This is an optimization exercise on Yosys and OpenROAD, whose aim is small area and a short achievable clock period, not a production implementation. No functional check of the RTL was part of any run shown here. Power and IR drop assume default switching activity.

$ cat flow/flow/run.sh
#!/bin/bash
set -euo pipefail
export BUFFER_PORTS_ARGS="-buffer_cell sky130_fd_sc_hd__buf_2"
bash standard.sh > standard_flow.log 2>&1
$ cat flow/standard.sh
#!/bin/bash
# synth_recipe.tcl (not shown) runs the flow's synth.tcl, then flattens the netlist and writes it again
# the make line also repeats each setting of config.mk as NAME=value (left out here)
make -C /OpenROAD-flow-scripts/flow DESIGN_CONFIG=/design/flow/config.mk WORK_HOME=/design/flow/orfs CLKGATE_MAP_FILE= SYNTH_SCRIPT=/design/flow/synth_recipe.tcl "${@:-finish}"
$ cat flow/config.mk
export PLATFORM = sky130hd
export DESIGN_NAME = wasm_ctrl_top
export DESIGN_NICKNAME = wasm_ctrl_top
export VERILOG_FILES = /design/flow/design.v
export SDC_FILE = /design/flow/constraint.sdc
export NUM_CORES = 4
export LEC_CHECK = 0
export CAP_MARGIN = 20
export CORE_MARGIN = 2
export CORE_UTILIZATION = 40
export SETUP_SLACK_MARGIN = 2.5
export SLEW_MARGIN = 20
$ cat flow/constraint.sdc
create_clock -name core_clock -period 8.0 [get_ports {clk}]
set_input_delay 1.6000 -clock core_clock [delete_from_list [all_inputs] [get_ports {clk}]]
set_output_delay 1.6000 -clock core_clock [all_outputs]
set_load 0.01 [all_outputs]
$ cat flow/design.v
package wasm_pkg;
    localparam int addr_w       = 12;
    localparam int window_bytes = 8;
    localparam int func_max     = 16;
    localparam int stack_depth  = 8;
    localparam int func_idx_w   = $clog2(func_max);
    localparam int ret_ptr_w    = $clog2(stack_depth) + 1;
    localparam logic [63:0] wasm_magic_version = 64'h0000_0001_6d73_6100;
    localparam logic [7:0] sec_type  = 8'h01;
    localparam logic [7:0] sec_start = 8'h08;
    localparam logic [7:0] sec_code  = 8'h0a;
    localparam logic [7:0] op_unreachable = 8'h00;
    localparam logic [7:0] op_nop         = 8'h01;
    localparam logic [7:0] op_end         = 8'h0b;
    localparam logic [7:0] op_call        = 8'h10;
    localparam logic [7:0] op_drop        = 8'h1a;
    localparam logic [7:0] op_local_get   = 8'h20;
    localparam logic [7:0] op_local_set   = 8'h21;
    localparam logic [7:0] op_local_tee   = 8'h22;
    localparam logic [7:0] op_i32_const   = 8'h41;
    localparam logic [7:0] op_i32_eqz     = 8'h45;
    localparam logic [7:0] op_i32_eq      = 8'h46;
    localparam logic [7:0] op_i32_ne      = 8'h47;
    localparam logic [7:0] op_i32_lt_s    = 8'h48;
    localparam logic [7:0] op_i32_lt_u    = 8'h49;
    localparam logic [7:0] op_i32_gt_s    = 8'h4a;
    localparam logic [7:0] op_i32_gt_u    = 8'h4b;
    localparam logic [7:0] op_i32_le_s    = 8'h4c;
    localparam logic [7:0] op_i32_le_u    = 8'h4d;
    localparam logic [7:0] op_i32_ge_s    = 8'h4e;
    localparam logic [7:0] op_i32_ge_u    = 8'h4f;
    localparam logic [7:0] op_i32_add     = 8'h6a;
    localparam logic [7:0] op_i32_sub     = 8'h6b;
    localparam logic [7:0] op_i32_and     = 8'h71;
    localparam logic [7:0] op_i32_or      = 8'h72;
    localparam logic [7:0] op_i32_shl     = 8'h74;
    localparam logic [7:0] op_i32_shr_s   = 8'h75;
    localparam logic [7:0] op_i32_shr_u   = 8'h76;
    localparam logic [7:0] op_i32_rotl    = 8'h77;
    localparam logic [7:0] op_i32_rotr    = 8'h78;
    typedef enum logic [4:0] {
        alu_add  = 5'd0,
        alu_sub  = 5'd1,
        alu_and  = 5'd2,
        alu_or   = 5'd3,
        alu_eqz  = 5'd5,  
        alu_eq   = 5'd6,
        alu_lt_u = 5'd7,
        alu_gt_u = 5'd8,
        alu_le_u = 5'd9,
        alu_ge_u = 5'd10,
        alu_lt_s = 5'd11,
        alu_gt_s = 5'd12,
        alu_le_s = 5'd13,
        alu_ge_s = 5'd14,
        alu_ne   = 5'd15,
        alu_shl  = 5'd16,
        alu_shrs = 5'd17,
        alu_shru = 5'd18,
        alu_rotl = 5'd19,
        alu_rotr = 5'd20
    } alu_op_e;
    typedef enum logic [1:0] {
        src_alu   = 2'b00,
        src_imm   = 2'b10,
        src_local = 2'b11
    } push_src_e;
    typedef struct packed {
        logic       push_num;
        logic [3:0] pop_num;
        push_src_e  push_src;
        alu_op_e    alu_op;
    } stack_ctrl_t;
    typedef struct packed {
        logic [3:0] param_num;
        logic       result_num;
    } sig_t;
    typedef struct packed {
        logic [addr_w-1:0] entry_addr;
        logic [7:0]        local_size;
    } func_entry_t;
    typedef struct packed {
        sig_t              sig;
        logic [7:0]        local_size;
        logic [addr_w-1:0] ret_addr;
    } call_frame_t;
endpackage
`timescale 1ns/1ns
import wasm_pkg::*;
module entry_table #(
    parameter int width = 5
) (
    input  logic                  clk,
    input  logic                  wr_en,
    input  logic [func_idx_w-1:0] wr_idx,
    input  logic [width-1:0]      wr_data,
    input  logic [func_idx_w-1:0] rd_idx,
    output logic [width-1:0]      rd_data
);
    logic [width-1:0] mem [func_max];
    always_ff @(posedge clk) begin
        if (wr_en) begin
            mem[wr_idx] <= wr_data;
        end
    end
    assign rd_data = mem[rd_idx];
endmodule
`timescale 1ns/1ns
import wasm_pkg::*;
module opcode_decode (
    input  logic [7:0]            opcode,
    output wasm_pkg::stack_ctrl_t ctrl,
    output logic                  has_leb  
);
    always_comb begin
        ctrl    = '0;
        has_leb = 1'b0;
        case (opcode)
            op_drop: ctrl.pop_num = 4'd1;
            op_i32_eqz: begin
                ctrl.pop_num  = 4'd1;
                ctrl.push_num = 1'b1;
                ctrl.alu_op   = alu_eqz;
            end
            op_i32_const: begin
                ctrl.push_num = 1'b1;
                ctrl.push_src = src_imm;
                has_leb       = 1'b1;
            end
            op_local_get: begin
                ctrl.push_num = 1'b1;
                ctrl.push_src = src_local;
                has_leb       = 1'b1;
            end
            op_local_set: begin
                ctrl.pop_num = 4'd1;
                has_leb      = 1'b1;
            end
            op_local_tee: has_leb = 1'b1;
            op_i32_eq:    begin ctrl.pop_num = 4'd2; ctrl.push_num = 1'b1; ctrl.alu_op = alu_eq;   end
            op_i32_ne:    begin ctrl.pop_num = 4'd2; ctrl.push_num = 1'b1; ctrl.alu_op = alu_ne;   end
            op_i32_lt_s:  begin ctrl.pop_num = 4'd2; ctrl.push_num = 1'b1; ctrl.alu_op = alu_lt_s; end
            op_i32_lt_u:  begin ctrl.pop_num = 4'd2; ctrl.push_num = 1'b1; ctrl.alu_op = alu_lt_u; end
            op_i32_gt_s:  begin ctrl.pop_num = 4'd2; ctrl.push_num = 1'b1; ctrl.alu_op = alu_gt_s; end
            op_i32_gt_u:  begin ctrl.pop_num = 4'd2; ctrl.push_num = 1'b1; ctrl.alu_op = alu_gt_u; end
            op_i32_le_s:  begin ctrl.pop_num = 4'd2; ctrl.push_num = 1'b1; ctrl.alu_op = alu_le_s; end
            op_i32_le_u:  begin ctrl.pop_num = 4'd2; ctrl.push_num = 1'b1; ctrl.alu_op = alu_le_u; end
            op_i32_ge_s:  begin ctrl.pop_num = 4'd2; ctrl.push_num = 1'b1; ctrl.alu_op = alu_ge_s; end
            op_i32_ge_u:  begin ctrl.pop_num = 4'd2; ctrl.push_num = 1'b1; ctrl.alu_op = alu_ge_u; end
            op_i32_add:   begin ctrl.pop_num = 4'd2; ctrl.push_num = 1'b1; ctrl.alu_op = alu_add;  end
            op_i32_sub:   begin ctrl.pop_num = 4'd2; ctrl.push_num = 1'b1; ctrl.alu_op = alu_sub;  end
            op_i32_and:   begin ctrl.pop_num = 4'd2; ctrl.push_num = 1'b1; ctrl.alu_op = alu_and;  end
            op_i32_or:    begin ctrl.pop_num = 4'd2; ctrl.push_num = 1'b1; ctrl.alu_op = alu_or;   end
            op_i32_shl:   begin ctrl.pop_num = 4'd2; ctrl.push_num = 1'b1; ctrl.alu_op = alu_shl;  end
            op_i32_shr_s: begin ctrl.pop_num = 4'd2; ctrl.push_num = 1'b1; ctrl.alu_op = alu_shrs; end
            op_i32_shr_u: begin ctrl.pop_num = 4'd2; ctrl.push_num = 1'b1; ctrl.alu_op = alu_shru; end
            op_i32_rotl:  begin ctrl.pop_num = 4'd2; ctrl.push_num = 1'b1; ctrl.alu_op = alu_rotl; end
            op_i32_rotr:  begin ctrl.pop_num = 4'd2; ctrl.push_num = 1'b1; ctrl.alu_op = alu_rotr; end
            default: ;
        endcase
    end
endmodule
`timescale 1ns/1ns
import wasm_pkg::*;
module return_stack (
    input  logic              clk,
    input  logic              rst_n,
    input  logic              push,
    input  logic [addr_w-1:0] push_addr,
    input  logic              pop,
    output logic [addr_w-1:0] top_addr,
    output logic              last_frame
);
    logic [addr_w-1:0]    stk [stack_depth];
    logic [ret_ptr_w-1:0] depth;
    always_ff @(posedge clk or negedge rst_n) begin
        if (!rst_n) begin
            depth <= '0;
        end else if (push) begin
            depth <= depth + 1'b1;
        end else if (pop) begin
            depth <= depth - 1'b1;
        end
    end
    always_ff @(posedge clk) begin
        if (push) begin
            stk[depth[ret_ptr_w-2:0]] <= push_addr;
        end
    end
    assign top_addr   = stk[(ret_ptr_w-1)'(depth - 1'b1)];
    assign last_frame = (depth == ret_ptr_w'(1));  
endmodule
`timescale 1ns/1ns
import wasm_pkg::*;
module wasm_ctrl_top (
    input  logic                      clk,
    input  logic                      rst_n,
    input  logic [addr_w-1:0]         read_pointer,
    input  logic [window_bytes*8-1:0] window,
    output logic [7:0]                advance,
    output logic                      jump_en,
    output logic [addr_w-1:0]         jump_addr,
    output logic [11:0]               stack_ctrl,  
    output logic [31:0]               imm,
    output logic                      call_en,
    output logic [24:0]               call_frame,  
    output logic                      ret_en,
    output logic                      finish,
    output logic                      instr_error
);
    logic s_header, s_sec_head, s_skip;
    logic s_size_t, s_size_s, s_size_c, s_vec_t, s_vec_s, s_vec_c;
    logic s_par, s_res, s_code_len, s_code_decl, s_loc, s_run;
    logic s_leb;  
    logic                  finish_q;
    logic                  error_q;
    logic [func_idx_w-1:0] vec_cnt;
    logic [func_idx_w-1:0] vec_last;
    logic [func_idx_w-1:0] start_idx;
    logic [func_idx_w:0]   sig_hwm;    
    logic [addr_w-1:0]     body_end;
    logic [7:0]            decl_left;
    logic                  locals_done;  
    logic [7:0]            local_acc;
    logic [7:0] b0, b1;
    assign b0 = window[7:0];
    assign b1 = window[15:8];
    logic        c0, c01, c012, c0123;
    logic [2:0]  hd_cnt;      
    logic [2:0]  hd_cnt_p1;   
    logic [11:0] hd_val;
    assign c0    = window[7];
    assign c01   = c0 & window[15];
    assign c012  = c01 & window[23];
    assign c0123 = c012 & window[31];
    assign hd_cnt    = {c012, c0 & !c012, !c0 | (c01 & !c012) | c0123};
    assign hd_cnt_p1 = {c01, !c01 | c0123, (c0 & !c01) | (c012 & !c0123)};
    assign hd_val    = {c0 ? b1[4:0] : 5'd0, b0[6:0]};
    logic       d1, d12, d123, d1234;
    logic [2:0] op_len;      
    assign d1    = window[15];
    assign d12   = d1 & window[23];
    assign d123  = d12 & window[31];
    assign d1234 = d123 & window[39];
    assign op_len = {d12, !d12 | d1234, (d1 & !d12) | (d123 & !d1234)};
    assign imm = {d1234 ? window[43:40] : 4'd0,
                  d123  ? window[38:32] : 7'd0,
                  d12   ? window[30:24] : 7'd0,
                  d1    ? window[22:16] : 7'd0,
                  window[14:8]};
    logic [11:0] cnt12, csa_s, csa_k, leb_end;
    assign cnt12   = {9'd0, hd_cnt};
    assign csa_s   = read_pointer ^ hd_val ^ cnt12;
    assign csa_k   = {(read_pointer[10:0] & hd_val[10:0]) | (read_pointer[10:0] & cnt12[10:0]) |
                      (hd_val[10:0] & cnt12[10:0]), 1'b0};
    assign leb_end = csa_s + csa_k;
    logic [7:0] opcode;
    assign opcode = b0;
    logic       op_is_call, op_is_end, op_is_unr, op_has_leb;
    wasm_pkg::stack_ctrl_t dec_ctrl;
    assign op_is_call = (opcode == op_call);
    assign op_is_end  = (opcode == op_end);
    assign op_is_unr  = (opcode == op_unreachable);
    opcode_decode u_dec (.opcode(opcode), .ctrl(dec_ctrl), .has_leb(op_has_leb));
    logic magic, vec_at_last;
    assign magic       = (window == wasm_magic_version);
    assign vec_at_last = (vec_cnt == vec_last);
    logic [func_idx_w-1:0] rd_idx;
    assign rd_idx = s_run ? window[11:8] : start_idx;
    logic [func_max-1:0] ent_valid, sig_valid;
    always_comb begin
        for (int i = 0; i < func_max; i++) begin
            ent_valid[i] = 1'b0;
            sig_valid[i] = 1'b0;
            for (int j = i; j < func_max; j++) begin
                if (vec_last == func_idx_w'(j)) ent_valid[i] = 1'b1;
                if (sig_hwm == 5'(j + 1))      sig_valid[i] = 1'b1;
            end
            if (sig_hwm[func_idx_w]) sig_valid[i] = 1'b1;
        end
    end
    logic [4:0]  sig_rd;
    logic [19:0] ent_rd;
    logic        sig_ok, ent_ok;
    assign sig_ok = sig_valid[rd_idx];
    assign ent_ok = ent_valid[rd_idx];
    entry_table #(.width(4)) par_tab (
        .clk, .wr_en(s_par), .wr_idx(vec_cnt), .wr_data(window[11:8]),
        .rd_idx, .rd_data(sig_rd[4:1])
    );
    entry_table #(.width(1)) res_tab (
        .clk, .wr_en(s_res), .wr_idx(vec_cnt), .wr_data(window[0]),
        .rd_idx, .rd_data(sig_rd[0])
    );
    entry_table #(.width(20)) ent_tab (
        .clk, .wr_en(s_loc & locals_done), .wr_idx(vec_cnt), .wr_data({read_pointer, local_acc}),
        .rd_idx, .rd_data(ent_rd)
    );
    logic [addr_w-1:0] ret_top;
    logic              ret_last;
    logic [addr_w-1:0] ret_sum, ret_addr;
    assign ret_sum  = read_pointer + addr_w'(op_len);
    assign ret_addr = s_run ? ret_sum : '0;  
    return_stack u_ret (
        .clk, .rst_n, .push(call_en), .push_addr(ret_addr), .pop(ret_en),
        .top_addr(ret_top), .last_frame(ret_last)
    );
    logic launch, bypass;
    assign launch = s_loc & locals_done & vec_at_last;
    assign bypass = (start_idx == vec_cnt);
    always_comb begin
        advance = 8'd0;
        if (s_leb)                advance = {5'd0, hd_cnt};
        if (s_loc)                advance = {5'd0, hd_cnt_p1};
        if (s_sec_head)           advance = 8'd1;
        if (s_header && magic)    advance = 8'd8;
        if (s_par)                advance = b1 + 8'd2;
        if (s_res)                advance = b0 + 8'd1;
        if (s_run)                advance = op_has_leb ? {5'd0, op_len} : 8'd1;
    end
    assign jump_en = s_skip | (s_loc & locals_done) | (s_run & (op_is_call | (op_is_end & !ret_last)));
    assign call_en = launch | (s_run & op_is_call);
    assign ret_en  = s_run & op_is_end & !ret_last;
    logic [addr_w-1:0] ent_addr;
    assign ent_addr = ent_ok ? ent_rd[19:8] : '0;
    always_comb begin
        if (s_skip)                      jump_addr = leb_end;
        else if (s_loc && !vec_at_last)  jump_addr = body_end;
        else if (s_loc && bypass)        jump_addr = read_pointer;
        else if (s_run && !window[4])    jump_addr = ret_top;  
        else                             jump_addr = ent_addr;
    end
    logic [7:0] frame_ls;
    assign frame_ls = (s_loc && bypass) ? local_acc : (ent_ok ? ent_rd[7:0] : 8'd0);
    assign call_frame = {sig_ok ? sig_rd : 5'd0, frame_ls, ret_addr};
    assign stack_ctrl  = s_run ? dec_ctrl : '0;
    assign finish      = finish_q;
    assign instr_error = error_q;
    logic known_t, known_s, known_c;
    assign known_t = (b0 == sec_type);
    assign known_s = (b0 == sec_start);
    assign known_c = (b0 == sec_code);
    logic n_size_t, n_size_s, n_size_c, n_vec_t, n_vec_s, n_vec_c, n_code_len, n_code_decl;
    assign n_size_t    = s_sec_head & known_t;
    assign n_size_s    = s_sec_head & known_s;
    assign n_size_c    = s_sec_head & known_c;
    assign n_vec_t     = s_size_t;
    assign n_vec_s     = s_size_s;
    assign n_vec_c     = s_size_c;
    assign n_code_len  = s_vec_c | (s_loc & locals_done & !vec_at_last);
    assign n_code_decl = s_code_len;
    always_ff @(posedge clk or negedge rst_n) begin
        if (!rst_n) begin
            s_header    <= 1'b1;
            s_sec_head  <= 1'b0;
            s_skip      <= 1'b0;
            s_size_t    <= 1'b0;
            s_size_s    <= 1'b0;
            s_size_c    <= 1'b0;
            s_vec_t     <= 1'b0;
            s_vec_s     <= 1'b0;
            s_vec_c     <= 1'b0;
            s_par       <= 1'b0;
            s_res       <= 1'b0;
            s_code_len  <= 1'b0;
            s_code_decl <= 1'b0;
            s_loc       <= 1'b0;
            s_run       <= 1'b0;
            s_leb       <= 1'b0;
            finish_q    <= 1'b0;
            error_q     <= 1'b0;
            start_idx   <= '0;
            sig_hwm     <= '0;
        end else begin
            s_header    <= 1'b0;
            s_sec_head  <= (s_header & magic) | s_skip | s_vec_s | (s_res & vec_at_last);
            s_skip      <= s_sec_head & !(known_t | known_s | known_c);
            s_size_t    <= n_size_t;
            s_size_s    <= n_size_s;
            s_size_c    <= n_size_c;
            s_vec_t     <= n_vec_t;
            s_vec_s     <= n_vec_s;
            s_vec_c     <= n_vec_c;
            s_par       <= s_vec_t | (s_res & !vec_at_last);
            s_res       <= s_par;
            s_code_len  <= n_code_len;
            s_code_decl <= n_code_decl;
            s_loc       <= s_code_decl | (s_loc & !locals_done);
            s_run       <= launch | (s_run & !op_is_unr & !(op_is_end & ret_last));
            s_leb       <= n_size_t | n_size_s | n_size_c | n_vec_t | n_vec_s | n_vec_c |
                           n_code_len | n_code_decl;
            if (s_header && !magic) error_q <= 1'b1;
            if (s_run && op_is_unr) begin
                error_q  <= 1'b1;
                finish_q <= 1'b1;
            end
            if (s_run && op_is_end && ret_last) finish_q <= 1'b1;
            if (s_vec_s) start_idx <= b0[3:0];
            if (s_res && {1'b0, vec_cnt} == sig_hwm) sig_hwm <= sig_hwm + 1'b1;
        end
    end
    always_ff @(posedge clk) begin
        if (s_vec_t || s_vec_s || s_vec_c) begin
            vec_cnt  <= '0;
            vec_last <= b0[3:0] - 4'd1;
        end else if (s_res || (s_loc && locals_done)) begin
            vec_cnt <= vec_cnt + 1'b1;
        end
        if (s_code_len) begin
            body_end  <= leb_end;
            local_acc <= '0;
        end else if (s_loc && !locals_done) begin
            local_acc <= local_acc + hd_val[7:0];
        end
        if (s_code_decl) begin
            decl_left   <= hd_val[7:0];
            locals_done <= (hd_val[7:0] == 8'd0);
        end else if (s_loc && !locals_done) begin
            decl_left   <= decl_left - 8'd1;
            locals_done <= (decl_left == 8'd1);
        end
    end
endmodule
==> results of run 1 <==
==> flip-flops by register name, summed over array words and instances, names as in the netlist, 4 cells and up <==
| register | flops |
|---|---|
| res_tab.mem | 16 |
| par_tab.mem | 64 |
| body_end | 12 |
| u_ret.depth | 4 |
| vec_last | 4 |
| start_idx | 4 |
| sig_hwm | 5 |
| ent_tab.mem | 320 |
| local_acc | 8 |
| u_ret.stk | 96 |
| vec_cnt | 4 |
| decl_left | 8 |
==> routing by layer <==
layer / global-route usage [%] / vias up / part of all wire [%] / wire, um
met5: 0 / - / 0.016 / 11
met4: 5.97 / 2 / 2.7 / 1880
met3: 3.57 / 132 / 7.0 / 4960
met2: 34.9 / 701 / 49 / 34600
met1: 28.2 / 8210 / 41 / 29100
li1: - / 6946 / - / -
==> through the flow <==
stage | worst slack (ps) | hold WS, ps | area, um^2
final | 1940 | 374 | 30500
after global routing | 1870 | 393 | 30500
after CTS | 2030 | 379 | 30100
after detailed placement | 1460 | 368 | 27500
after global placement | 1540 | 360 | 27500
after floorplan | 2290 | 352 | 25800
==> critical path: cells and delay by family <==
family          cells  cell delay [ps]
simple gates        4              480
fa+ha+maj           3             1020
buf+inv            24             2840
compound gates      3              460
==> cell families (layout without fill, tap and decap cells) <==
family,count (synthesis),after routing
compound gates,213,213
xor+xnor,57,57
fa+ha+maj,55,55
buf+inv,141,417
flops,564,564
mux,191,195
other cells,1,4
simple gates,426,426
==> repair_timing <==
item / 4_1_cts / 5_1_grt
gates resized for setup: 71 / 44
setup buffers: 41 / 15
setup endpoints to repair: 45 / 39
endpoints found under the hold margin: 0 / 0
pin swaps: 16 / 17
cloned: 5 / 1
==> layout make-up <==
| class | instances | area, um^2 | share of cell area, % |
|---|---|---|---|
| repair buffers | 266 | 1760 | 5.76 |
| clock inverters | 38 | 373 | 1.22 |
| flip-flops and latches | 564 | 16700 | 54.6 |
| multi-input cells | 949 | 8910 | 29.2 |
| well taps | 846 | 1060 | 3.47 |
| diodes | 1 | 2.50 | 0.00820 |
| inverters | 40 | 160 | 0.525 |
| clock buffers | 73 | 1570 | 5.15 |
==> how the worst min path moves through the flow <==
stage	startpoint	end	slack [ps]	cells after the start
6_report	s_size_s	s_vec_s	370	0
3_3_place_gp	s_size_c	s_vec_c	360	0
3_5_place_dp	s_size_t	s_vec_t	370	0
2_1_floorplan	s_par	s_res	350	0
4_1_cts	s_size_s	s_vec_s	380	0
5_1_grt	s_size_s	s_vec_s	390	0
==> cells in the final DEF, fill, tap and decap left out, types with 40 or more instances in the layout <==
cell / instances
xnor2_1: 40
nand2_1: 94
edfxtp_1: 521
mux4_2: 129
mux2i_1: 47
buf_2: 154
ha_1: 44
buf_4: 94
nor2_1: 97
o21ai_0: 42
clkbuf_16: 62
==> report_power, final <==
group / switching, mW / total (mW) / internal, mW
clock: 1.14 / 2.75 / 1.62
sequential: 0.222 / 3.64 / 3.42
combinational: 1.06 / 1.89 / 0.829
total: 2.41 / 8.28 / 5.87
==> results.sh, run 1 <==
export IMPL_maxSlewHeadroom_pct=36.0
export IMPL_leakagePower_nw=10.7
export IMPL_die_h_um=258
export IMPL_fin_cells=2777
export IMPL_yosysMostFrequentCell="edfxtp_1"
export IMPL_clk_pin_slew_ps=60
export IMPL_grt_max_degree=52
export IMPL_insertion_delay_ps=620
export IMPL_start_util_pct=40.7
export IMPL_synth_avg_cell_area_um2=15.6
export IMPL_root_buffer="clkbuf_16"
export IMPL_endpoint="body_end[9]"
export IMPL_synth_top_area_cell="edfxtp_1"
export IMPL_synth_compound_area_share_pct=5.49
export IMPL_wirelength_um=70500
export IMPL_worst_slew_pin_slew_ps=947
export IMPL_dp_cells=2603
export IMPL_worstSetupPathType="primary input to register"
export IMPL_synth_mux_area_share_pct=13.8
export IMPL_setup_viol=0
export IMPL_synth_cell_types=78
export IMPL_rsz0062_at_grt="yes"
export IMPL_cts_buffers=60
export IMPL_grt_pass1_wl_um=103000
export IMPL_numPortBuffers=169
export IMPL_clock_sinks=564
export IMPL_ys_ff_latch=564
export IMPL_die_area_mm2=0.0664
export IMPL_synthAdderAreaFrac_pct=2.85
export IMPL_synth_top_family_by_area="multiplexers"
export IMPL_period_share_pct=75.8
export IMPL_slowest_stage="fa_1"
export IMPL_fillCellCount=5465
export IMPL_cts_tree="built"
export IMPL_worst_ep_required_time_ps=8380
export IMPL_wl_per_cell_um=25.4
export IMPL_maxCapViolCount=0
export IMPL_netlist_area_leader_share_pct=60.8
export IMPL_ant_nets=0
export IMPL_grt_overflow=0
export IMPL_status="timing/DRC/antenna clean"
export IMPL_ir_drop_mv=0.191
export IMPL_post_route_min_period_ps=6060
export IMPL_setup_worst_path_start_class="primary input"
export IMPL_ctsHoldBuffers=0
export IMPL_clock_skew_ps=21.6
export IMPL_core_mm2=0.0633
export IMPL_tns_ps=0
export IMPL_synthTopCellsByArea="edfxtp_1 (61%), mux4_2 (11%), dfrtp_1 (2.9%), ha_1 (2.4%), mux2i_1 (2.0%)"
export IMPL_arrival_ps=6440
export IMPL_rows=92
export IMPL_finalPower_mw=8.28
export IMPL_synth_xor_area_share_pct=1.94
export IMPL_grt_pass1_vias=15961
export IMPL_ys_warnings_count=6
export IMPL_drcViolationCount=0
export IMPL_synth_cells_most_frequent="edfxtp_1 (521), mux4_2 (129), nor2_1 (99)"
export IMPL_end_kind="register"
export IMPL_startpoint="window[23]"
export IMPL_synth_area_mm2=0.0257
export IMPL_synthArstFlopShare_pct=5.50
export IMPL_htree_levels=2
export IMPL_synth_simple_area_share_pct=8.61
export IMPL_fin_util_pct=48.2
export IMPL_antenna_found_initial=3
export IMPL_route_detailed_vias_per_inst=5.76
export IMPL_hold_class="register to register"
export IMPL_drtPass1Iterations=7
export IMPL_finalMaxSlewViolations=0
export IMPL_max_freq_mhz=165
export IMPL_syn2layout_area_growth_pct=18.5
export IMPL_dp_hpwl_um=43400
export IMPL_drt_first_iter_violations=1512
export IMPL_timing_rr_start="vec_cnt[2]"
export IMPL_r2r_end="u_ret.stk[1][11]"
export IMPL_synth_cells=1648
export IMPL_power_density_mw_per_mm2=272
export IMPL_rr_worst_depth=6
export IMPL_synth_seq_area_share_pct=64.7
export IMPL_hold_viol=0
export IMPL_grt_usage_pct=20.9
export IMPL_crit_top_cell="buf_4"
export IMPL_clk_path_buf_depth=3
export IMPL_nets=2014
export IMPL_via_count=15991
export IMPL_ios=172
export IMPL_layout_drive_gt1_share_pct=29.7
export IMPL_synth_edf_count=521
export IMPL_path_max_fanout=5
export IMPL_reg2reg_setup_slack_ps=4540
export IMPL_max_stage_delay_ps=480
export IMPL_synth_top_flop_cell="edfxtp_1"
export IMPL_die_w_um=258
export IMPL_gp_congestion=0.887
==> run 2: changes to the inputs <==
--- a/flow/config.mk
+++ b/flow/config.mk
@@ -5,6 +5,7 @@
 export SDC_FILE = /design/flow/constraint.sdc
 export NUM_CORES = 4
 export LEC_CHECK = 0
+export ABC_AREA = 1
 export CAP_MARGIN = 20
 export CORE_MARGIN = 2
 export CORE_UTILIZATION = 40
==> results.sh, run 2 <==
export IMPL_status="timing/DRC/antenna clean"
export IMPL_synth_edf_count=521
export IMPL_via_count=20589
export IMPL_setup_worst_path_start_class="primary input"
export IMPL_hold_class="register to register"
export IMPL_synth_avg_cell_area_um2=10.1
export IMPL_ir_drop_mv=0.208
export IMPL_rsz0062_at_grt="yes"
export IMPL_max_stage_delay_ps=490
export IMPL_gp_congestion=0.923
export IMPL_route_met2_wl_um=38400
export IMPL_internal_power_mw=5.75
export IMPL_grt_pass1_vias=19872
export IMPL_wl_met3_um=5470
export IMPL_largest_reg_flops=320
export IMPL_cp_num_buf_inv=4
export IMPL_cts_buffers=57
export IMPL_top_register="ent_tab.mem"
export IMPL_grt_max_degree=70
export IMPL_clockPowerShare_pct=28.1
export IMPL_power_density_mw_per_mm2=289
export IMPL_ctsHoldBuffers=0
export IMPL_synth_top_flop_cell="edfxtp_1"
export IMPL_n_antenna_cell=0
export IMPL_yosysMostFrequentCell="nand2_1"
export IMPL_drtPass1Iterations=6
export IMPL_netlist_area_leader_share_pct=58.5
export IMPL_worstSetupPathType="primary input to output port"
export IMPL_synth_cells_most_frequent="nand2_1 (546), edfxtp_1 (521), nand3_1 (450)"
export IMPL_worst_slew_pin_slew_ps=969
export IMPL_worst_ep_required_time_ps=6400
export IMPL_numPortBuffers=169
export IMPL_synth_cell_types=55
export IMPL_hold_viol=0
export IMPL_leakagePower_nw=12.2
export IMPL_mostFrequentLayoutCell="nand2_1"
export IMPL_grt_overflow=0
export IMPL_drcViolationCount=0
export IMPL_ys_warnings_count=6
export IMPL_holdWs_ps=380
export IMPL_clk_pin_slew_ps=60
export IMPL_clock_skew_ps=26.8
export IMPL_start_util_pct=40.5
export IMPL_mostFrequentLayoutCells="nand2_1 (534), edfxtp_1 (521), nand3_1 (446)"
export IMPL_pwr_share_comb_pct=32.1
export IMPL_tns_ps=0
export IMPL_synthArstFlopShare_pct=5.50
export IMPL_synth_seq_area_share_pct=62.3
export IMPL_highest_layer="met4"
export IMPL_clock_sinks=564
export IMPL_ys_ff_latch=564
export IMPL_rows=94
export IMPL_antenna_found_initial=1
export IMPL_grt_pass1_wl_um=120000
export IMPL_htree_levels=2
export IMPL_crit_family="adder cells"
export IMPL_wl_met1_um=33800
export IMPL_maxCapViolCount=0
export IMPL_synth_cells=2651
export IMPL_cts_tree="built"
export IMPL_route_detailed_vias_per_inst=5.50
export IMPL_finalMaxSlewViolations=0
export IMPL_synthTopCellsByArea="edfxtp_1 (58%), nand3_1 (8.4%), nand2_1 (7.7%), nor2_1 (3.9%), dfrtp_1 (2.8%)"
export IMPL_worstPathCellList="buf_2 -> fa_1 -> ha_2 -> inv_2 -> fa_2 -> inv_2 -> a211oi_2 -> nor2_1 -> nor2_1 -> xor2_1 -> nand2_1 -> nand2_2 -> buf_6"
export IMPL_dp_hpwl_um=47900
export IMPL_insertion_delay_ps=640
export IMPL_layout_drive_gt1_share_pct=16.2
export IMPL_drt_first_iter_violations=2046
export IMPL_nets=2966
export IMPL_seqPwrFrac_pct=39.7
export IMPL_wl_per_cell_um=21.4
export IMPL_root_buffer="clkbuf_16"
export IMPL_post_route_min_period_ps=5550
export IMPL_die_area_mm2=0.0690
export IMPL_clk_path_buf_depth=3
export IMPL_setup_viol=0
export IMPL_synth_top_area_cell="edfxtp_1"
export IMPL_maxSlewHeadroom_pct=35.3
export IMPL_slowest_stage="fa_1"
export IMPL_end_kind="output port"
export IMPL_ant_nets=0
export IMPL_ios=172
export IMPL_core_mm2=0.0660
export IMPL_die_w_um=263
export IMPL_grt_usage_pct=22.5
export IMPL_arrival_ps=3950
export IMPL_max_freq_mhz=180
export IMPL_wirelength_um=80000
export IMPL_die_h_um=263
export IMPL_syn2layout_area_growth_pct=16.6
export IMPL_synth_area_mm2=0.0268
export IMPL_finalPower_mw=9.03
export IMPL_period_share_pct=69.4
export IMPL_p_sw_share_pct=36.3
export IMPL_path_max_fanout=7
export IMPL_switching_power_mw=3.27
## run 2: changes by cell type after synthesis, moves of 19 or more
cell	previous run	this run
a21oi_1	35	63
and2_1	31	0
and3_1	39	0
buf_2	19	74
clkbuf_1	55	36
inv_1	40	199
mux2i_1	51	0
mux4_2	129	0
nand2_1	94	546
nand3_1	33	450
nor2_1	99	279
o211ai_1	9	28
o21ai_0	45	140
xnor2_1	40	9
## run 2: through the flow
step,utilization (%),cells,setup slack [ps],instance area (um^2)
floorplan,-,2653,2500,26800
global route,47.3,3745,2300,31200
finish,47.3,3745,2450,31200
global placement,43.0,3590,1310,28400
CTS,46.4,3715,2430,30600
detailed placement,43.0,3590,1090,28400
## run 2: layout make-up
class | instances | area (um^2)
flip-flops and latches | 564 | 16700
inverters | 209 | 845
fillers | 6024 | 34800
clock buffers | 65 | 1460
well taps | 864 | 1080
multi-input cells | 1738 | 9010
repair buffers | 262 | 1820
repair inverters | 1 | 7.51
clock inverters | 42 | 305
## run 2: power by group through the flow
stage / clock, mW / sequential [mW] / combinational [mW]
2_1_floorplan: 0 / 3.57 / 1.84
3_3_place_gp: 0 / 3.63 / 2.58
3_5_place_dp: 0 / 3.64 / 2.63
4_1_cts: 2.58 / 3.58 / 2.75
5_1_grt: 2.69 / 3.60 / 3.20
6_report: 2.54 / 3.59 / 2.90
## run 2: timing repair
item,4_1_cts,5_1_grt
pin swaps,21,26
endpoints found under the setup margin,40,33
gates resized for setup,89,74
gates cloned,5,2
buffers inserted,13,28
## run 2: layer usage
layer	vias up	global-route usage [%]
met2	806	37.7
met3	154	3.12
met4	0	6.59
met1	10089	30.5
met5	-	0
li1	9540	-
## run 2: path summary, 6_finish.rpt
| path | startpoint | to | slack (ps) | depth (start not counted) |
|---|---|---|---|---|
| worst max-delay path | window[1] | jump_addr[9] | 2450 | 13 |
| worst min-delay path | s_size_t | s_vec_t | 380 | 0 |
| worst max register to register | vec_cnt[3] | u_ret.stk[5][4] | 4930 | 7 |
| worst min register to register | s_size_t | s_vec_t | 380 | 0 |
| max in group asynchronous | rst_n | start_idx[2] | 6460 | 1 |
| min in group asynchronous | rst_n | s_run | 1050 | 1 |
## run 2: logic make-up (layout without fill, tap and decap cells)
| logic type | count (synthesis) | in the layout | synth area share [%] |
|---|---|---|---|
| simple gates | 1347 | 1352 | 21.6 |
| flops | 564 | 564 | 62.3 |
| buf+inv | 356 | 579 | 5.91 |
| compound gates | 293 | 293 | 6.28 |
| fa+ha+maj | 55 | 55 | 2.74 |
| xor+xnor | 35 | 35 | 1.17 |
| other cells | 1 | 3 | 0.0140 |
==> run 3: changes to the inputs <==
--- a/flow/config.mk
+++ b/flow/config.mk
@@ -9,5 +9,5 @@
 export CAP_MARGIN = 20
 export CORE_MARGIN = 2
 export CORE_UTILIZATION = 40
-export SETUP_SLACK_MARGIN = 2.5
+export SETUP_SLACK_MARGIN = 3.0
 export SLEW_MARGIN = 20
==> results.sh, run 3 <==
export IMPL_hold_class="register to register"
export IMPL_cts_buffers=56
export IMPL_rr_worst_depth=7
export IMPL_rows=94
export IMPL_ios=172
export IMPL_maxSlewHeadroom_pct=28.9
export IMPL_via_count=21475
export IMPL_endpoint="call_frame[10]"
export IMPL_ant_nets=0
export IMPL_switching_power_mw=3.48
export IMPL_synth_top_flop_cell="edfxtp_1"
export IMPL_post_route_min_period_ps=5620
export IMPL_reg2reg_setup_slack_ps=5040
export IMPL_yosysMostFrequentCell="nand2_1"
export IMPL_htree_levels=2
export IMPL_hold_viol=0
export IMPL_mostFrequentLayoutCells="edfxtp_1 (521), nand2_1 (514), nand3_1 (438)"
export IMPL_root_buffer="clkbuf_16"
export IMPL_ys_warnings_count=6
export IMPL_die_area_mm2=0.0690
export IMPL_synthTopCellsByArea="edfxtp_1 (58%), nand3_1 (8.4%), nand2_1 (7.7%), nor2_1 (3.9%), dfrtp_1 (2.8%)"
export IMPL_timing_rr_start="vec_cnt[3]"
export IMPL_synth_cells=2651
export IMPL_pwr_share_comb_pct=35.8
export IMPL_antenna_found_initial=0
export IMPL_drtPass1Iterations=6
export IMPL_die_h_um=263
export IMPL_synth_cells_most_frequent="nand2_1 (546), edfxtp_1 (521), nand3_1 (450)"
export IMPL_grt_overflow=0
export IMPL_setup_viol=0
export IMPL_ys_ff_latch=564
export IMPL_start_util_pct=40.5
export IMPL_clk_pin_slew_ps=60
export IMPL_clock_sinks=564
export IMPL_synth_avg_cell_area_um2=10.1
export IMPL_drcViolationCount=0
export IMPL_synth_cell_types=55
export IMPL_grt_max_degree=67
export IMPL_clockPowerShare_pct=26.7
export IMPL_drt_first_iter_violations=2568
export IMPL_wirelength_um=87400
export IMPL_path_max_fanout=5
export IMPL_top_register="ent_tab.mem"
export IMPL_ir_drop_mv=0.182
export IMPL_worst_ep_required_time_ps=6400
export IMPL_worst_slew_pin_slew_ps=1070
export IMPL_leakagePower_nw=12.9
export IMPL_netlist_area_leader_share_pct=58.5
export IMPL_startpoint="window[15]"
export IMPL_grt_pass1_wl_um=128000
export IMPL_dp_cells=3589
export IMPL_end_kind="output port"
export IMPL_synthArstFlopShare_pct=5.50
export IMPL_synth_seq_area_share_pct=62.3
export IMPL_status="timing/DRC/antenna clean"
export IMPL_finalMaxSlewViolations=0
export IMPL_tns_ps=0
export IMPL_ctsHoldBuffers=0
export IMPL_mostFrequentLayoutCell="edfxtp_1"
export IMPL_synth_area_mm2=0.0268
export IMPL_numPortBuffers=169
export IMPL_grt_pass1_vias=20734
export IMPL_clk_path_buf_depth=3
export IMPL_setup_worst_path_start_class="primary input"
export IMPL_grt_usage_pct=24.1
export IMPL_gp_congestion=0.899
export IMPL_insertion_delay_ps=620
export IMPL_p_sw_share_pct=36.4
export IMPL_wl_per_cell_um=22.9
export IMPL_holdWs_ps=377
export IMPL_die_w_um=263
export IMPL_fin_util_pct=49.8
export IMPL_cts_tree="built"
export IMPL_period_share_pct=70.2
export IMPL_r2r_end="u_ret.stk[6][9]"
export IMPL_arrival_ps=4020
export IMPL_max_freq_mhz=178
export IMPL_worstSetupPathType="primary input to output port"
export IMPL_synth_top_area_cell="edfxtp_1"
export IMPL_largest_reg_flops=320
export IMPL_synth_edf_count=521
export IMPL_nets=3035
export IMPL_n_antenna_cell=0
export IMPL_route_detailed_vias_per_inst=5.63
export IMPL_fin_cells=3812
export IMPL_seqPwrFrac_pct=37.6
export IMPL_core_mm2=0.0660
export IMPL_rsz0062_at_grt="yes"
export IMPL_internal_power_mw=6.07
export IMPL_power_density_mw_per_mm2=290
export IMPL_syn2layout_area_growth_pct=22.8
export IMPL_layout_drive_gt1_share_pct=20.9
export IMPL_dp_hpwl_um=48300
export IMPL_clock_skew_ps=37.0
export IMPL_maxCapViolCount=0
-- run 3: how the worst min path moves through the flow --
stage | from | endpoint | slack, ps | cells after the start
6_report | s_size_s | s_vec_s | 380 | 0
4_1_cts | s_size_s | s_vec_s | 380 | 0
5_1_grt | s_size_s | s_vec_s | 380 | 0
3_5_place_dp | s_size_s | s_vec_s | 360 | 0
3_3_place_gp | s_size_s | s_vec_s | 360 | 0
2_1_floorplan | s_par | s_res | 350 | 0
-- run 3: timing repair --
action	CTS	global route
setup endpoints to repair	54	47
buffers inserted	65	27
gates cloned	14	13
pin swaps	51	45
resized for setup	191	106
-- run 3: metrics by stage --
step	setup slack [ps]	cell area [um^2]	total power [mW]
after CTS	2460	31900	9.26
after floorplan	2870	26900	5.43
after global routing	2280	32900	9.97
after global placement	1570	28500	6.25
final	2380	32900	9.54
after detailed placement	1500	28500	6.29
-- run 3: cells by family (layout without fill, tap and decap cells) --
group / after synthesis / in the layout / share of synthesized area [%]
buffers and inverters: 356 / 644 / 5.91
adder cells (fa/ha/maj): 55 / 55 / 2.74
XOR/XNOR: 35 / 35 / 1.17
AND/OR/NAND/NOR: 1347 / 1354 / 21.6
other: 1 / 3 / 0.0140
AO/OA/AOI/OAI: 293 / 293 / 6.28
flip-flops: 564 / 564 / 62.3
-- run 3: cell type report --
cell class / count / area (um^2)
timing repair inverter: 2 / 32.5
tap: 864 / 1080
fill: 5872 / 33100
timing repair buffer: 329 / 2910
multi-input combinational: 1740 / 9550
clock inverter: 38 / 309
clock buffer: 66 / 1440
inverter: 209 / 863
sequential: 564 / 16700
-- run 3: power groups by stage --
stage	Combinational, mW	Sequential [mW]	Clock (mW)
floorplan	1.85	3.57	0
global placement	2.62	3.62	0
detailed placement	2.66	3.63	0
CTS	3.11	3.57	2.58
global route	3.69	3.59	2.69
finish	3.41	3.58	2.55
-- run 3: critical path, stage by stage --
cell      delay [ps]
buf_12            90
nand2_8           70
nor2_4           150
clkinv_4          90
o21ai_4          240
ha_4             180
inv_2             40
fa_2             370
nor2_4           140
o21ai_4           80
nor3_4           200
nand2_2          110
inv_2            110
a21oi_4           80
nor3_4           270
buf_2            190
-- run 3: routing by layer --
layer  GRT usage, %  vias to the layer above  part of all wire (%)
met1           33.0                    10513                    41
met2           39.8                     1084                    47
met5              0                        -                     0
li1               -                     9701                     -
met3           3.50                      177                   8.9
met4           7.56                        0                   3.0
==> run 4: changes to the inputs <==
--- a/flow/config.mk
+++ b/flow/config.mk
@@ -8,6 +8,6 @@
 export ABC_AREA = 1
 export CAP_MARGIN = 20
 export CORE_MARGIN = 2
-export CORE_UTILIZATION = 40
+export CORE_UTILIZATION = 60
 export SETUP_SLACK_MARGIN = 3.0
 export SLEW_MARGIN = 20
==> results.sh, run 4 <==
export IMPL_end_kind="output port"
export IMPL_die_h_um=215
export IMPL_dp_cells=3319
export IMPL_cts_buffers=56
export IMPL_synth_top_flop_cell="edfxtp_1"
export IMPL_finalPower_mw=9.50
export IMPL_clock_sinks=564
export IMPL_antenna_found_initial=2
export IMPL_synth_cells=2651
export IMPL_root_buffer="clkbuf_16"
export IMPL_period_share_pct=70.4
export IMPL_gp_congestion=0.891
export IMPL_max_stage_delay_ps=430
export IMPL_status="timing/DRC/antenna clean"
export IMPL_cp_num_buf_inv=5
export IMPL_syn2layout_area_growth_pct=21.5
export IMPL_grt_usage_pct=34.7
export IMPL_netlist_area_leader_share_pct=58.5
export IMPL_switching_power_mw=3.45
export IMPL_drt_first_iter_violations=2552
export IMPL_rsz0062_at_grt="yes"
export IMPL_ys_warnings_count=6
export IMPL_maxCapViolCount=0
export IMPL_holdWs_ps=384
export IMPL_clockPowerShare_pct=27.4
export IMPL_synth_avg_cell_area_um2=10.1
export IMPL_hold_class="register to register"
export IMPL_ios=172
export IMPL_seq_area_mm2=0.0167
export IMPL_ys_ff_latch=564
export IMPL_worstPathCellList="buf_12 -> nand2_8 -> nor2_4 -> clkinv_4 -> o21ai_4 -> ha_2 -> inv_2 -> fa_2 -> nor2_4 -> o21ai_4 -> nor3_4 -> nand2_2 -> inv_2 -> a21oi_2 -> nor3_4 -> buf_2"
export IMPL_synthArstFlopShare_pct=5.50
export IMPL_setup_viol=0
export IMPL_fin_cells=3533
export IMPL_largest_reg_flops=320
export IMPL_max_freq_mhz=178
export IMPL_clk_pin_slew_ps=60
export IMPL_dp_hpwl_um=46600
export IMPL_via_count=21639
export IMPL_rows=77
export IMPL_ctsHoldBuffers=0
export IMPL_synth_edf_count=521
export IMPL_cts_tree="built"
export IMPL_synth_cells_most_frequent="nand2_1 (546), edfxtp_1 (521), nand3_1 (450)"
export IMPL_setup_worst_path_start_class="primary input"
export IMPL_die_area_mm2=0.0463
export IMPL_layout_drive_gt1_share_pct=20.8
export IMPL_core_mm2=0.0441
export IMPL_wl_per_cell_um=23.5
export IMPL_multi_input_area_mm2=0.00968
export IMPL_finalMaxSlewViolations=0
export IMPL_grt_max_degree=67
export IMPL_worstSetupPathType="primary input to output port"
export IMPL_grt_pass1_wl_um=122000
export IMPL_drtPass1Iterations=6
export IMPL_pwr_share_comb_pct=34.8
export IMPL_synth_area_mm2=0.0268
export IMPL_synth_top_area_cell="edfxtp_1"
export IMPL_p_sw_share_pct=36.3
export IMPL_worst_slew_pin_slew_ps=957
export IMPL_path_max_fanout=4
export IMPL_power_density_mw_per_mm2=292
export IMPL_clk_path_buf_depth=3
export IMPL_drcViolationCount=0
export IMPL_ir_drop_mv=0.257
export IMPL_fillCellCount=3137
export IMPL_hold_viol=0
export IMPL_yosysMostFrequentCell="nand2_1"
export IMPL_post_route_min_period_ps=5630
export IMPL_start_util_pct=60.6
export IMPL_internal_power_mw=6.05
export IMPL_insertion_delay_ps=630
export IMPL_synthTopCellsByArea="edfxtp_1 (58%), nand3_1 (8.4%), nand2_1 (7.7%), nor2_1 (3.9%), dfrtp_1 (2.8%)"
export IMPL_wirelength_um=83000
export IMPL_slowest_stage="fa_2"
export IMPL_top_register="ent_tab.mem"
export IMPL_grt_overflow=0
export IMPL_mostFrequentLayoutCell="edfxtp_1"
export IMPL_clock_skew_ps=25.3
export IMPL_leakagePower_nw=12.8
export IMPL_arrival_ps=4030
export IMPL_htree_levels=2
export IMPL_worst_ep_required_time_ps=6400
export IMPL_route_detailed_vias_per_inst=6.12
export IMPL_synth_cell_types=55
export IMPL_numPortBuffers=169
export IMPL_nets=3027
export IMPL_grt_pass1_vias=20575
export IMPL_ant_nets=0
export IMPL_seqPwrFrac_pct=37.9
export IMPL_maxSlewHeadroom_pct=36.2
export IMPL_crit_family="simple AND/OR/NAND/NOR gates"
export IMPL_die_w_um=215
export IMPL_mostFrequentLayoutCells="edfxtp_1 (521), nand2_1 (511), nand3_1 (434)"
export IMPL_synth_seq_area_share_pct=62.3
export IMPL_tns_ps=0
==> run 4: final cells by class <==
class	instances	share of cell area [%]
Antenna cell	1	0.00770
Clock buffer	70	4.50
Clock inverter	34	1.02
Inverter	209	2.58
Multi-Input combinational cell	1742	29.8
Sequential cell	564	51.3
Tap cell	592	2.28
Timing Repair Buffer	320	8.52
Timing Repair inverter	1	0.0231
==> run 4: power groups by stage <==
stage	registers (mW)	clock network (mW)	logic, mW
2_1_floorplan	3.57	0	1.85
3_3_place_gp	3.64	0	2.59
3_5_place_dp	3.65	0	2.63
4_1_cts	3.59	2.61	3.02
5_1_grt	3.62	2.73	3.57
6_report	3.60	2.60	3.30
==> run 4: stage by stage <==
stage | utilization (%) | worst slack (ps) | area [um^2]
finish | 73.7 | 2370 | 32500
global route | 73.7 | 2270 | 32500
CTS | 71.3 | 2480 | 31500
detailed placement | 63.8 | 1820 | 28200
global placement | 63.8 | 1830 | 28200
floorplan | - | 2870 | 26900
==> run 4: path summary, 6_finish.rpt <==
kind,from,to,slack [ps],depth (start not counted)
worst max-delay path,window[15],call_frame[10],2370,16
max in group asynchronous,rst_n,u_ret.depth[0],6400,1
worst min-delay path,s_size_s,s_vec_s,380,0
worst min register to register,s_size_s,s_vec_s,380,0
worst max register to register,vec_cnt[2],u_ret.stk[4][5],5300,7
min in group asynchronous,rst_n,u_ret.depth[1],1050,1
==> run 4: cells by family (layout without fill, tap and decap cells) <==
group	Yosys count	count (layout)	synth area share [%]
adder cells (fa/ha/maj)	55	55	2.74
flip-flops	564	564	62.3
AO/OA/AOI/OAI	293	294	6.28
other	1	4	0.0140
XOR/XNOR	35	35	1.17
AND/OR/NAND/NOR	1347	1355	21.6
buffers and inverters	356	634	5.91
==> run 4: worst reg2reg max path, stage by stage (launching register included) <==
cell,delay [ps]
dfxtp_1,720
xnor2_1,180
nand4_1,300
or2_2,440
nand2_2,150
nand2_1,150
nor3_2,170
buf_4,270
==> run 4: timing repair <==
item                                    CTS  global route
setup buffers                            52            35
resized for setup                       185           133
endpoints found under the setup margin   49            49
gates cloned                             14             8
pin swaps                                40            52
==> run 4: per-layer routing <==
metal | track usage [%] | part of all wire, % | up-vias
met1 | 47.9 | 39 | 10435
met4 | 12.0 | 3.4 | 0
li1 | - | - | 9675
met5 | 0 | 0 | -
met3 | 6.81 | 11 | 213
met2 | 55.6 | 47 | 1316
==> run 5: changes to the inputs <==
--- a/flow/config.mk
+++ b/flow/config.mk
@@ -8,6 +8,8 @@
 export ABC_AREA = 1
 export CAP_MARGIN = 20
 export CORE_MARGIN = 2
-export CORE_UTILIZATION = 60
-export SETUP_SLACK_MARGIN = 3.0
+export CORE_UTILIZATION = 40
+export CTS_BUF_LIST = sky130_fd_sc_hd__clkbuf_8
+export CTS_CLUSTER_SIZE = 30
+export SETUP_SLACK_MARGIN = 2.5
 export SLEW_MARGIN = 20
==> results.sh, run 5 <==
export IMPL_status="timing/DRC/antenna clean"
export IMPL_grt_pass1_wl_um=120000
export IMPL_insertion_delay_ps=680
export IMPL_grt_overflow=0
export IMPL_clk_path_buf_depth=3
export IMPL_finalMaxSlewViolations=0
export IMPL_numPortBuffers=169
export IMPL_slowest_stage="fa_2"
export IMPL_drcViolationCount=0
export IMPL_worst_ep_required_time_ps=6400
export IMPL_r2r_end="u_ret.stk[5][11]"
export IMPL_ios=172
export IMPL_route_detailed_vias_per_inst=5.50
export IMPL_wl_per_cell_um=21.1
export IMPL_htree_levels=3
export IMPL_max_freq_mhz=180
export IMPL_multi_input_area_mm2=0.00905
export IMPL_post_route_min_period_ps=5560
export IMPL_leakagePower_nw=12.2
export IMPL_syn2layout_area_growth_pct=16.0
export IMPL_hold_depth=0
export IMPL_largest_reg_flops=320
export IMPL_antenna_found_initial=2
export IMPL_rr_worst_depth=7
export IMPL_worstPathCellList="buf_8 -> nand2_8 -> nor2_4 -> inv_4 -> nand3_4 -> fa_2 -> ha_2 -> inv_2 -> fa_2 -> inv_2 -> a211oi_2 -> nor2_1 -> nor2_1 -> xor2_1 -> nand2_1 -> nand2_2 -> buf_6"
export IMPL_grt_max_degree=70
export IMPL_mostFrequentLayoutCells="nand2_1 (533), edfxtp_1 (521), nand3_1 (447)"
export IMPL_ant_nets=0
export IMPL_synth_edf_count=521
export IMPL_die_area_mm2=0.0690
export IMPL_cp_num_cells=17
export IMPL_grt_pass1_vias=20216
export IMPL_design_area_mm2=0.0310
export IMPL_crit_family="adder cells"
export IMPL_synth_cells_most_frequent="nand2_1 (546), edfxtp_1 (521), nand3_1 (450)"
export IMPL_startpoint="window[23]"
export IMPL_cts_buffers=90
export IMPL_synth_seq_area_share_pct=62.3
export IMPL_rows=94
export IMPL_maxSlewHeadroom_pct=36.1
export IMPL_setup_worst_path_start_class="primary input"
export IMPL_ys_ff_latch=564
export IMPL_dp_hpwl_um=47900
export IMPL_synth_cell_types=55
export IMPL_root_buffer="clkbuf_8"
export IMPL_synth_top_flop_cell="edfxtp_1"
export IMPL_netlist_area_leader_share_pct=58.5
export IMPL_period_share_pct=69.5
export IMPL_core_mm2=0.0660
export IMPL_worstSetupPathType="primary input to output port"
export IMPL_nets=2988
export IMPL_endpoint="jump_addr[9]"
export IMPL_ys_warnings_count=6
export IMPL_clock_skew_ps=22.9
export IMPL_synthTopCellsByArea="edfxtp_1 (58%), nand3_1 (8.4%), nand2_1 (7.7%), nor2_1 (3.9%), dfrtp_1 (2.8%)"
export IMPL_die_w_um=263
export IMPL_max_stage_delay_ps=350
export IMPL_rsz0062_at_grt="yes"
export IMPL_hold_class="register to register"
export IMPL_tns_ps=0
export IMPL_place_area_mm2=0.0284
export IMPL_reg2reg_setup_slack_ps=4890
export IMPL_cts_tree="built"
export IMPL_timing_rr_start="vec_cnt[2]"
export IMPL_clk_pin_slew_ps=60
export IMPL_start_util_pct=40.5
export IMPL_seq_area_mm2=0.0167
export IMPL_power_density_mw_per_mm2=284
export IMPL_fillCellCount=6091
export IMPL_wirelength_um=80100
export IMPL_setup_viol=0
export IMPL_top_register="ent_tab.mem"
export IMPL_synth_avg_cell_area_um2=10.1
export IMPL_arrival_ps=3960
export IMPL_synth_cells=2651
export IMPL_maxCapViolCount=0
export IMPL_cp_num_buf_inv=5
export IMPL_synth_top_area_cell="edfxtp_1"
export IMPL_grt_usage_pct=22.5
export IMPL_drtPass1Iterations=7
export IMPL_path_max_fanout=4
export IMPL_worst_slew_pin_slew_ps=958
export IMPL_ir_drop_mv=0.175
export IMPL_synthArstFlopShare_pct=5.50
export IMPL_synth_area_mm2=0.0268
export IMPL_die_h_um=263
export IMPL_layout_drive_gt1_share_pct=17.0
export IMPL_hold_viol=0
export IMPL_mostFrequentLayoutCell="nand2_1"
export IMPL_yosysMostFrequentCell="nand2_1"
export IMPL_via_count=20835
export IMPL_clock_sinks=564
export IMPL_end_kind="output port"
export IMPL_gp_congestion=0.923
export IMPL_drt_first_iter_violations=2168
run 5: cell counts after synthesis:
No cell type changed its count.
run 5: per-layer routing:
metal  vias to the layer above  GRT usage (%)  wire [um]  part of all wire (%)
met1                     10107           30.2      33500                    42
met5                         -              0          0                     0
met2                       988           37.1      37800                    47
li1                       9589              -          -                     -
met4                         0           8.62       2480                   3.1
met3                       151           3.35       6330                   7.9
run 5: final cells by class:
class / count / area share (%)
well taps: 864 / 3.48
inverters: 209 / 2.69
diodes: 1 / 0.00806
clock buffers: 95 / 4.21
multi-input cells: 1738 / 29.2
repair buffers: 252 / 5.55
clock inverters: 67 / 1.21
flip-flops and latches: 564 / 53.7
run 5: worst min-delay path by stage:
stage             start      end  slack, ps
2_1_floorplan     s_par    s_res        350
3_3_place_gp   s_size_s  s_vec_s        360
3_5_place_dp   s_size_t  s_vec_t        370
4_1_cts        s_size_t  s_vec_t        380
5_1_grt        s_size_t  s_vec_t        400
6_report       s_size_t  s_vec_t        380
run 5: logic make-up (layout without fill, tap and decap cells):
kind of cell | after synthesis | in the layout | synth area share (%)
and+or+nand+nor | 1347 | 1352 | 21.6
DFF | 564 | 564 | 62.3
buffers and inverters | 356 | 623 | 5.91
AOI/OAI and AO/OA | 293 | 293 | 6.28
adders and majority gates | 55 | 55 | 2.74
xor gates and xnor gates | 35 | 35 | 1.17
other | 1 | 4 | 0.0140
run 5: per-stage QoR:
stage / utilization [%] / power (mW) / hold WS, ps / worst slack (ps) / std cells
floorplan: - / 5.41 / 352 / 2500 / 2653
global placement: 43.0 / 6.21 / 361 / 1310 / 3590
detailed placement: 43.0 / 6.27 / 371 / 1090 / 3590
CTS: 46.3 / 8.74 / 381 / 2410 / 3769
global route: 47.0 / 9.29 / 401 / 2330 / 3790
finish: 47.0 / 8.81 / 376 / 2440 / 3790
run 5: timing repair:
item,4_1_cts,5_1_grt
gates resized for setup,88,81
pin swaps,18,33
hold buffers,0,0
hold endpoints to repair,0,0
setup buffers,14,17
gates cloned,3,3
endpoints found under the setup margin,40,34
run 5: report_power, final:
part	internal (mW)	switching [mW]	total (mW)
combinational	0.917	1.96	2.87
clock	1.18	1.17	2.35
sequential	3.42	0.162	3.59
total	5.52	3.29	8.81
==> run 6: changes to the inputs <==
--- a/flow/config.mk
+++ b/flow/config.mk
@@ -9,7 +9,6 @@
 export CAP_MARGIN = 20
 export CORE_MARGIN = 2
 export CORE_UTILIZATION = 40
-export CTS_BUF_LIST = sky130_fd_sc_hd__clkbuf_8
-export CTS_CLUSTER_SIZE = 30
+export CTS_BUF_LIST = sky130_fd_sc_hd__clkbuf_4 sky130_fd_sc_hd__clkbuf_8
 export SETUP_SLACK_MARGIN = 2.5
 export SLEW_MARGIN = 20
==> results.sh, run 6 <==
export IMPL_synth_area_mm2=0.0268
export IMPL_worstPathCellList="buf_8 -> nand2_8 -> nor2_4 -> inv_4 -> nand3_4 -> fa_2 -> ha_2 -> inv_2 -> fa_2 -> inv_2 -> a211oi_2 -> nor2_1 -> nor2_1 -> xor2_1 -> nand2_1 -> nand2_2 -> buf_6"
export IMPL_seq_area_mm2=0.0167
export IMPL_antenna_found_initial=2
export IMPL_reg2reg_setup_slack_ps=4880
export IMPL_pwr_share_comb_pct=32.3
export IMPL_worst_slew_pin_slew_ps=963
export IMPL_hold_viol=0
export IMPL_timing_rr_start="vec_cnt[3]"
export IMPL_leakagePower_nw=12.2
export IMPL_die_w_um=263
export IMPL_hold_class="register to register"
export IMPL_numPortBuffers=169
export IMPL_grt_busiest_layer="met2"
export IMPL_route_detailed_vias_per_inst=5.48
export IMPL_root_buffer="clkbuf_8"
export IMPL_ys_ff_latch=564
export IMPL_arrival_ps=3970
export IMPL_synthArstFlopShare_pct=5.50
export IMPL_wl_per_cell_um=21.1
export IMPL_finalMaxSlewViolations=0
export IMPL_clock_sinks=564
export IMPL_synth_avg_cell_area_um2=10.1
export IMPL_finalPower_mw=8.88
export IMPL_worst_ep_required_time_ps=6400
export IMPL_mostFrequentLayoutCell="nand2_1"
export IMPL_max_stage_delay_ps=350
export IMPL_seqPwrFrac_pct=40.4
export IMPL_synth_cell_types=55
export IMPL_synth_top_area_cell="edfxtp_1"
export IMPL_min_to="s_vec_t"
export IMPL_grt_pass1_vias=20197
export IMPL_setup_viol=0
export IMPL_path_max_fanout=4
export IMPL_synthTopCellsByArea="edfxtp_1 (58%), nand3_1 (8.4%), nand2_1 (7.7%), nor2_1 (3.9%), dfrtp_1 (2.8%)"
export IMPL_maxSlewHeadroom_pct=35.8
export IMPL_nets=2988
export IMPL_synth_cells_most_frequent="nand2_1 (546), edfxtp_1 (521), nand3_1 (450)"
export IMPL_mostFrequentLayoutCells="nand2_1 (533), edfxtp_1 (521), nand3_1 (447)"
export IMPL_ys_warnings_count=6
export IMPL_gp_congestion=0.923
export IMPL_crit_family="adder cells"
export IMPL_die_h_um=263
export IMPL_r2r_end="u_ret.stk[5][11]"
export IMPL_maxCapViolCount=0
export IMPL_cts_tree="built"
export IMPL_switching_power_mw=3.29
export IMPL_multi_input_area_mm2=0.00905
export IMPL_grt_usage_pct=22.5
export IMPL_startpoint="window[23]"
export IMPL_clk_pin_slew_ps=60
export IMPL_use_met1_pct=30.2
export IMPL_layout_drive_gt1_share_pct=17.4
export IMPL_status="timing/DRC/antenna clean"
export IMPL_ir_drop_mv=0.175
export IMPL_tns_ps=0
export IMPL_drcViolationCount=0
export IMPL_die_area_mm2=0.0690
export IMPL_grt_overflow=0
export IMPL_cts_buffers=90
export IMPL_wirelength_um=80000
export IMPL_insertion_delay_ps=680
export IMPL_htree_levels=3
export IMPL_period_share_pct=69.6
export IMPL_synth_top_flop_cell="edfxtp_1"
export IMPL_clockPowerShare_pct=27.2
export IMPL_power_density_mw_per_mm2=286
export IMPL_grt_use_met3_pct=3.35
export IMPL_p_sw_share_pct=37.1
export IMPL_syn2layout_area_growth_pct=16.2
export IMPL_hold_depth=0
export IMPL_drtPass1Iterations=5
export IMPL_clock_skew_ps=18.6
export IMPL_synth_edf_count=521
export IMPL_hold_start="s_size_t"
export IMPL_met2_usage_pct=37.1
export IMPL_max_freq_mhz=180
export IMPL_slowest_stage="fa_2"
export IMPL_synth_seq_area_share_pct=62.3
export IMPL_yosysMostFrequentCell="nand2_1"
export IMPL_rr_worst_depth=7
export IMPL_rsz0062_at_grt="yes"
export IMPL_rows=94
export IMPL_via_count=20781
export IMPL_grt_max_degree=70
export IMPL_synth_cells=2651
export IMPL_ant_nets=0
export IMPL_drt_first_iter_violations=2173
export IMPL_clk_path_buf_depth=3
export IMPL_top_register="ent_tab.mem"
export IMPL_ios=172
export IMPL_end_kind="output port"
export IMPL_setup_worst_path_start_class="primary input"
export IMPL_core_mm2=0.0660
export IMPL_dp_hpwl_um=47900
export IMPL_fillCellCount=6086
export IMPL_grt_pass1_wl_um=120000
export IMPL_cp_num_buf_inv=5
export IMPL_start_util_pct=40.5
export IMPL_worstSetupPathType="primary input to output port"
export IMPL_fin_util_pct=47.1
export IMPL_post_route_min_period_ps=5570
export IMPL_largest_reg_flops=320
export IMPL_internal_power_mw=5.58
export IMPL_netlist_area_leader_share_pct=58.5
## run 6: per-stage QoR
stage | area [um^2] | hold WS (ps) | setup WS, ps | cells
2_1_floorplan | 26800 | 352 | 2500 | 2653
3_3_place_gp | 28400 | 361 | 1310 | 3590
3_5_place_dp | 28400 | 371 | 1090 | 3590
4_1_cts | 30600 | 381 | 2410 | 3769
5_1_grt | 31100 | 401 | 2330 | 3790
6_report | 31100 | 383 | 2430 | 3790
## run 6: cell families after synthesis
family	count (synthesis)	share of synthesized area, %
AND/OR/NAND/NOR	1347	21.6
flip-flops	564	62.3
buffers and inverters	356	5.91
AO/OA/AOI/OAI	293	6.28
adder cells (fa/ha/maj)	55	2.74
XOR/XNOR	35	1.17
other	1	0.0140
## run 6: worst register-to-register path: stages (launching register included)
cell	delay [ps]
dfxtp_1	690
xnor2_1	190
nand4_1	290
or2_2	420
nand2_2	150
nand2_1	110
nor3_1	630
buf_4	330
## run 6: what timing repair did
action | CTS | global route
hold buffers | 0 | 0
hold endpoints to repair | 0 | 0
setup endpoints to repair | 40 | 34
resized for setup | 88 | 81
gates cloned | 3 | 3
pin swaps | 18 | 33
buffers inserted | 14 | 17
## run 6: cell type report
type,count,area share [%]
diodes,1,0.00805
clock buffers,109,4.54
clock inverters,53,1.04
inverters,209,2.68
multi-input cells,1738,29.1
flip-flops and latches,564,53.6
well taps,864,3.48
repair buffers,252,5.54
## run 6: layer usage
metal / vias to the layer above / routed length (um)
met1: 10095 / 33800
met4: 0 / 2500
li1: 9587 / -
met5: - / 0
met2: 945 / 37800
met3: 154 / 5970
## run 6: worst max-delay path by stage
stage	endpoint	slack, ps	cells past startpoint
5_1_grt	jump_addr[9]	2330	17
6_report	jump_addr[9]	2430	17
3_5_place_dp	call_frame[10]	1090	16
3_3_place_gp	call_frame[10]	1310	16
2_1_floorplan	call_frame[10]	2500	14
4_1_cts	call_frame[10]	2410	16
## run 6: power groups by stage
stage	registers [mW]	logic (mW)	clock network [mW]
3_5_place_dp	3.64	2.63	0
3_3_place_gp	3.63	2.58	0
2_1_floorplan	3.57	1.84	0
5_1_grt	3.60	3.17	2.59
4_1_cts	3.58	2.76	2.47
6_report	3.59	2.87	2.42

static timing again, ports no longer ideal:
How much do the figures lean on ideal ports? The routed layouts below were timed once more, with nothing changed but the port constraints. Step 1, drivers: a clkbuf_16 drives clk and a buf_2 each remaining input, both assumed. Step 2 adds t to the input delays and takes it off the output delays; t is the mean of the earliest and latest rising clock arrival at the registers after step 1. Input paths then give back, and output paths get back, about the clock's delay inside the block. a / b / c = no drivers / after step 1 / after step 2; a / b = the first two.
| run | shift t [ns] | setup WS [ns] | worst data-port slew with drivers (ns) |
|---|---|---|---|
| run 1 | 0.676 | 1.937 / 1.871 / 1.231 | 0.16 |
| run 2 | 0.684 | 2.449 / 2.397 / 2.397 | 0.10 |
| run 3 | 0.671 | 2.381 / 2.315 / 2.315 | 0.16 |
| run 4 | 0.673 | 2.370 / 2.274 / 2.274 | 0.20 |
| run 5 | 0.734 | 2.440 / 2.379 / 2.379 | 0.12 |
| run 6 | 0.732 | 2.429 / 2.369 / 2.369 | 0.12 |
After both steps every run listed still meets setup and hold. The setup slack of run 1, which loses most, moves by -0.066 ns with the drivers and by -0.706 ns with both steps.
